Context: an optimization exercise on an open-source flow, tuned for small area, a short achievable clock period and few clock cycles per item. The choices shown serve that exercise and are no tape-out recipe. In this exercise RTL edits were held to simulation tests only and were not proved equivalent to the original. Power and IR drop assume default switching activity.

Setup of oak:
## gamepad_input_qualifier_top
module gamepad_input_qualifier_top #(
  parameter int unsigned HOLD_WIDTH = 16
) (
  input  logic                                  clk_i,
  input  logic                                  rst_ni,
  input  logic [gpq_pkg::IN_TDATA_W-1:0]        s_axis_tdata,
  input  logic                                  s_axis_tvalid,
  output logic                                  s_axis_tready,
  output logic [gpq_pkg::OUT_TDATA_W-1:0]       m_axis_tdata,
  output logic                                  m_axis_tvalid,
  input  logic                                  m_axis_tready,
  input  logic                                  cfg_valid_i,
  output logic                                  cfg_ready_o,
  input  logic [gpq_pkg::CFG_IDX_W-1:0]         cfg_index_i,
  input  logic [gpq_pkg::CFG_DATA_W-1:0]        cfg_data_i
);
clock: 8.0 ns
lec_check: 0
cap_margin: 20
core_margin: 2
core_utilization: 40
setup_slack_margin: 5
slew_margin: 20
run.sh (not shown) runs the stock make flow with config.mk's settings and CLKGATE_MAP_FILE= SYNTH_SCRIPT=/design/flow/synth_recipe.tcl, a recipe that flattens the netlist after the stock synthesis.
Testbench counts of oak, summed over its fixed seeds: cycles 5,173, items 4,800.
[inputs] maple vs oak
--- a/flow/design.v
+++ b/flow/design.v
@@ -268,60 +268,71 @@
     hsel = '0;
     for (int i = 0; i < NH; i++) hsel |= a_qsel[i] ? hold_w[i] : '0;
   end
   logic                  sat, qz, gt;
   logic [TW-1:0]         x;
   assign sat = a2_hold == '1;
   assign qz  = a2_qdm == '1;
   assign gt  = a2_asel && (sat ? (a2_qdm != {{(TW-1){1'b1}}, 1'b0}) : (qz || (TW'(a2_hold) > a2_qdm)));
   assign x   = TW'(a2_hold) + ~a2_qdm + TW'(!sat);
   logic [3:0]            cnt_sel;
   logic signed [RW-1:0]  r_init;
   logic [TW-1:0]         x_init;
+  logic [RW-1:0]         d4;    
+  assign d4 = RW'(b0_x >> 4) - RW'(b0_p);
   always_comb begin
     cnt_sel = 4'd8;
     r_init  = '0;
     x_init  = b0_x;
     if ((b0_x >> 8) < b0_p) begin
       cnt_sel = 4'd4; r_init = RW'(b0_x >> 8); x_init = b0_x << 8;
     end
     if ((b0_x >> 6) < b0_p) begin
       cnt_sel = 4'd3; r_init = RW'(b0_x >> 6); x_init = b0_x << 10;
     end
-    if ((b0_x >> 4) < b0_p) begin
+    if ((b0_x >> 5) < b0_p) begin
+      cnt_sel = 4'd2; r_init = d4;             x_init = b0_x << 12;
+    end
+    if (d4[RW-1]) begin
       cnt_sel = 4'd2; r_init = RW'(b0_x >> 4); x_init = b0_x << 12;
     end
     if ((b0_x >> 2) < b0_p) begin
-      cnt_sel = 4'd1; r_init = RW'(b0_x >> 2); x_init = b0_x << 12;   
+      cnt_sel = 4'd1; r_init = RW'(b0_x >> 2); x_init = b0_x << 14;
     end
     if (b0_x < b0_p) begin
       cnt_sel = 4'd0;
     end
   end
   logic signed [RW-1:0]  b1_r2;
-  logic                  b1_long;
-  assign b1_long = b1_cnt >= 4'd2;
   logic                  b1_zero;
   gpq_rem #(.VW(TW)) u_rem1 (
     .rem_i(b1_r), .bits_i(b1_x[TW-1:TW-2]), .div_i(b1_p), .div3_i(b1_p3),
     .rem_o(b1_r2), .zero_o(b1_zero)
   );
   logic signed [RW-1:0]  b2_r2;
-  logic                  b2_zero, b2_done, b2_fire_nx;
+  logic                  b2_zero, b2_done, b2_fire_nx, b2_rz;
+  logic [RW-1:0]         b2_pe;
   gpq_rem #(.VW(TW)) u_rem2 (
     .rem_i(b2_r), .bits_i(b2_x[TW-3:TW-4]), .div_i(b2_p), .div3_i(b2_p3),
     .rem_o(b2_r2), .zero_o(b2_zero)
   );
+  always_comb begin
+    logic ok;
+    b2_pe = RW'(b2_p);
+    ok = !(b2_r[0] ^ b2_pe[0]);
+    for (int i = 1; i < RW; i++) ok = ok && ((b2_r[i] ^ b2_pe[i]) == (b2_r[i-1] | b2_pe[i-1]));
+    b2_rz = ok || (b2_r == '0);
+  end
   assign b2_done    = b2_fin;   
-  assign b2_fire_nx = b2_div ? b2_zero : b2_fire;
+  assign b2_fire_nx = !b2_div ? b2_fire : (b2_cnt == 4'd0) ? b2_rz : b2_zero;
   logic s_v, b2_ok, pop, push;
   assign b2_ok   = b2_v && b2_done;
   assign push    = b2_ok && !s_v;
   assign pop     = o_v && m_axis_tready;
   assign b2_free = !b2_v || push;
   assign b1_free = !b1_v || b2_free;
   assign b0_free = !b0_v || b1_free;
   assign a2_free = !a2_v || b0_free;
   assign a_free  = rdy_q;   
   assign b1_adv  = b1_v && b2_free;
   assign b0_adv  = b0_v && b1_free;
   assign a2_adv  = a2_v && b0_free;
@@ -395,26 +406,26 @@
       b1_p    <= b0_p;
       b1_p3   <= (TW+3)'(b0_p) + ((TW+3)'(b0_p) << 1);
       b1_r    <= r_init;
       b1_cnt  <= cnt_sel;
       b1_div  <= b0_need && (cnt_sel != 4'd0);
       b1_fire <= b0_fire;
     end
     if (b1_adv) begin
       b2_act  <= b1_act;
       b2_x    <= b1_x[TW-3:0];
       b2_p    <= b1_p;
       b2_p3   <= b1_p3;
-      b2_r    <= b1_long ? b1_r2 : b1_r;
-      b2_cnt  <= b1_long ? b1_cnt - 4'd1 : b1_cnt;
+      b2_r    <= b1_r2;
+      b2_cnt  <= b1_cnt - 4'd1;
       b2_fin  <= !b1_div || (b1_cnt <= 4'd2);
       b2_div  <= b1_div;
       b2_fire <= b1_fire;
     end else if (b2_v && !b2_done) begin
       b2_r   <= b2_r2;
       b2_x   <= b2_x << 2;
       b2_cnt <= b2_cnt - 4'd1;
       b2_fin <= b2_cnt <= 4'd2;
     end
     if (push && (!o_v || pop)) begin
       o_fire  <= b2_fire_nx;
       o_first <= b2_first;
Notes after the runs:
- Cell leakage power for maple: 0.34 nW down relative to oak
- Max clock-buffer cell count across maple and oak: maple
- Compare maple and oak | die footprint lower: oak
- maple reports a higher cell area after placement than oak does.
- Lower compound-cell area share of the yosys netlist among maple and oak: oak
Testbench counts of maple, summed over its fixed seeds: cycles 4,989, items 4,800.

## port drivers added, routing unchanged
The results above use ideal ports. As a check the final layouts listed here were re-extracted and re-timed, cells and wires unchanged.
Step 1 (the two cells are an assumption about what drives the block):
set clk [get_ports {clk_i}]
set_driving_cell -lib_cell sky130_fd_sc_hd__clkbuf_16 $clk
set_driving_cell -lib_cell sky130_fd_sc_hd__buf_2 [delete_from_list [all_inputs] $clk]
Step 2 also shifts input and output timing later by t, the mid clock arrival at the registers, as if the neighbouring blocks saw the same clock.
a / b / c = ideal / step 1 / step 2; a / b = the first two.
run	t (ns)	setup WS [ns]	worst setup path at the end	clock arrival spread, ns	cell pins on the clock port's net
oak	0.772	4.378 / 4.378 / 4.220	input to register	0.092 / 0.093	1
maple	0.783	4.674 / 4.674 / 4.189	input to register	0.070 / 0.071	1
After both steps setup and hold are still met in every run listed. For maple, which loses most, drivers alone change the setup slack by 0.000 ns; drivers and shift together by -0.485 ns.
